What follows belongs to an exercise in optimizing a design on an open flow for small area, a short achievable clock period and few clock cycles per item; a production flow would make more cautious choices. Only simulation tests tie the RTL to the original design; equivalence was not proved. No activity file was given, so power comes from the tool's default toggle rates.

== tundra ==
## pwm_timing_param_calc
module pwm_timing_param_calc #(
   parameter int PERIOD_BITS  = 16,
   parameter int MAX_DIV_CODE = 7
) (
   input  logic        clock,
   input  logic        reset,
   input  logic        req_start,
   output logic        busy,
   input  logic [6:0]  req_percent,
   output logic        rsp_valid,
   output logic [2:0]  rsp_div_code,
   output logic [7:0]  rsp_prescale_code,
   output logic [15:0] rsp_period_code,
   output logic [15:0] rsp_duty_code,
   output logic        rsp_duty_zero,
   output logic [1:0]  rsp_status,
   input  logic        csr_valid,
   output logic        csr_ready,
   input  logic [0:0]  csr_index,
   input  logic [31:0] csr_wdata
);
For scale: roughly 4000 cells after synthesis, roughly 93 I/O pins, ~0.037 sq mm of cells after synthesis.
==> flow/config.mk <==
export PLATFORM = sky130hd
export DESIGN_NAME = pwm_timing_param_calc
export DESIGN_NICKNAME = pwm_timing_param_calc
export VERILOG_FILES = /design/flow/design.v
export SDC_FILE = /design/flow/constraint.sdc
export NUM_CORES = 4
export LEC_CHECK = 0
export CAP_MARGIN = 20
export CORE_MARGIN = 2
export CORE_UTILIZATION = 40
export SETUP_SLACK_MARGIN = 3.0
export SLEW_MARGIN = 20
==> flow/constraint.sdc <==
create_clock -name core_clock -period 8.0 [get_ports {clock}]
set_input_delay 1.6000 -clock core_clock [delete_from_list [all_inputs] [get_ports {clock}]]
set_output_delay 1.6000 -clock core_clock [all_outputs]
set_load 0.01 [all_outputs]
run.sh (not shown) runs the stock make flow with config.mk's settings and CLKGATE_MAP_FILE= SYNTH_SCRIPT=/design/flow/synth_recipe.tcl, a recipe that flattens the netlist after the stock synthesis.
tundra finished all stages; the layout is clean.
Testbench counts of tundra, summed over its fixed seeds: cycles 23,656, items 2,400.
Inputs modified between tundra and juniper:
--- a/flow/config.mk
+++ b/flow/config.mk
@@ -10 +10,2 @@
-export CORE_UTILIZATION = 40
+export CORE_UTILIZATION = 60
+export PLACE_DENSITY = 0.72
--- outcome ---
- juniper vs. tundra: global-route usage higher, via count has increased, flip-flop and latch share of the layout cell area went up, routing usage on met3 saw an increase.
- Re wire length: tundra was higher than juniper.
- Final routed wire length divided by cell count, juniper vs tundra: up by a few percent
- Sort tundra and juniper by leakage power summed over all cells desc -> top: tundra
- Looking at final critical delay including setup and external delays, juniper sits below tundra.

---

v51:
pwm_timing_param_calc, a different RTL version from the one above (not shown whole).
Size in the first run: about 500 flip-flops, about 93 I/O pins, roughly 0.038 mm^2 of cells after synthesis.
// pwm_timing_param_calc
module pwm_timing_param_calc #(
   parameter int PERIOD_BITS  = 16,
   parameter int MAX_DIV_CODE = 7
) (
   input  logic        clock,
   input  logic        reset,
   input  logic        req_start,
   output logic        busy,
   input  logic [6:0]  req_percent,
   output logic        rsp_valid,
   output logic [2:0]  rsp_div_code,
   output logic [7:0]  rsp_prescale_code,
   output logic [15:0] rsp_period_code,
   output logic [15:0] rsp_duty_code,
   output logic        rsp_duty_zero,
   output logic [1:0]  rsp_status,
   input  logic        csr_valid,
   output logic        csr_ready,
   input  logic [0:0]  csr_index,
   input  logic [31:0] csr_wdata
);
clock: 8.0 ns
lec_check: 0
cap_margin: 20
core_margin: 2
core_utilization: 55
place_density: 0.66
setup_slack_margin: 4.5
slew_margin: 20
No stage failed in v51, and the final checks on the layout all came back clean.
Testbench counts of v51, summed over its fixed seeds: cycles 23,369, items 2,400.
Setup changes, v51 to v54
Settings: CORE_UTILIZATION now 50, was 55; PLACE_DENSITY now 0.62, was 0.66.
Findings:
- The higher wire length of the first global-routing pass of v54 and v51 is in v51.
- Compared to v51, v54 has clock power share 0.2 points higher.
- Diff v51..v54 | worst hold slack | negligible
- The lower worst setup slack came out of v54.
- Between v54 and v51, wire length after detailed routing is higher for v51, v54 comes in under that.
- Final cell area: v54 above v51
- v54 vs v51, post-route clock period utilization went up by 0.65 points.
- Comparing v51 with v54, the post-layout total power came out essentially unchanged.
- | total power divided by cell area | v54 vs v51 | 0.87% lower |
For v34, these inputs were changed with respect to v54:
Settings: changing CORE_UTILIZATION from 50 to 60; changing PLACE_DENSITY from 0.62 to 0.72.
[summary]
- Comparing v54 with v34, the cell area came out essentially unchanged.
- Post-cts resize count in v34 is 8 below v54.
- v54 -> v34: share of the final layout cell area in sequential cells flat
- v34 finished all stages; the layout is clean.
Changes in v21 relative to v34:
Settings: a change of SETUP_SLACK_MARGIN from 4.5 to 4.0.
### Flow results
- v21 completed end to end with timing, DRC and antenna clean.
- Relative to v34, the number of cells upsized or downsized after cts of v21 is lower by 82.
- Between v34 and v21, the final area is lower for v21.
- Of v34 and v21, the higher share of the final layout cell area in multi-input gates belongs to v21.
- Between v34 and v21, the part of the total power dissipated in the clock network is lower for v34.

---

pwm_timing_param_calc, a different RTL version from the one above (not shown whole).
Size in the first run: roughly 400 flip-flops, about 93 I/O pins, roughly 0.033 mm2 of cells after synthesis.
make LEC_CHECK=0 ABC_CLOCK_PERIOD_IN_PS=4500 CAP_MARGIN=20 CORE_MARGIN=2 CORE_UTILIZATION=40 SETUP_SLACK_MARGIN=3.0 SLEW_MARGIN=20 finish   # period 8.0 ns
The baseline ran to the end with no violations.
Testbench counts at the start, summed over its fixed seeds: cycles 26,749, items 2,400.
==> next run, changes <==
Settings changed: ABC_CLOCK_PERIOD_IN_PS 4500 to not set, SETUP_SLACK_MARGIN 3.0 to not set.
=>
- critical path depth shrinks by 4
- setup slack gets worse by 1400 ps
- non-clock buffer count decreases by 73
- power went down by about 9%
- synthesized cell count stays the same
- clock power is lower by about 2%
- register-to-register slack degrades by 1400 ps
- global-route usage went down by 0.17 points
- cell count drops by 1.4%
- synthesized area does not change

==> afterwards: timing with drivers on the ports <==
Ports are ideal in the flow. The routed layouts listed here were re-timed in OpenROAD. Step 1 assumes that a clkbuf_16 drives the clock port and a buf_2 every other input. Step 2 also shifts input and output timing later by t, the mid clock arrival at the registers, as if the neighbouring blocks saw the same clock. Slacks: ideal / step 1 / step 2; pairs: ideal / step 1.
run	t, ns	setup slack, ns	latest minus earliest clock arrival (ns)	pins driven straight from the clock port
tundra	0.725	3.192 / 3.192 / 2.882	0.040 / 0.040	1
juniper	0.689	3.222 / 3.222 / 2.868	0.043 / 0.043	1
v51	0.702	4.521 / 4.520 / 3.919	0.038 / 0.038	1
v54	0.694	4.469 / 4.469 / 3.851	0.023 / 0.023	1
v34	0.691	4.512 / 4.512 / 3.908	0.034 / 0.034	1
v21	0.690	4.135 / 4.135 / 3.531	0.023 / 0.022	1
the first run of note 3	0.665	2.795 / 2.795 / 2.715	0.057 / 0.057	1
the second run of note 3	0.669	1.382 / 1.382 / 1.382	0.036 / 0.037	1
After both steps every run listed still meets setup and hold. For v54, which loses most, drivers alone change the setup slack by 0.000 ns; drivers and shift together by -0.618 ns.
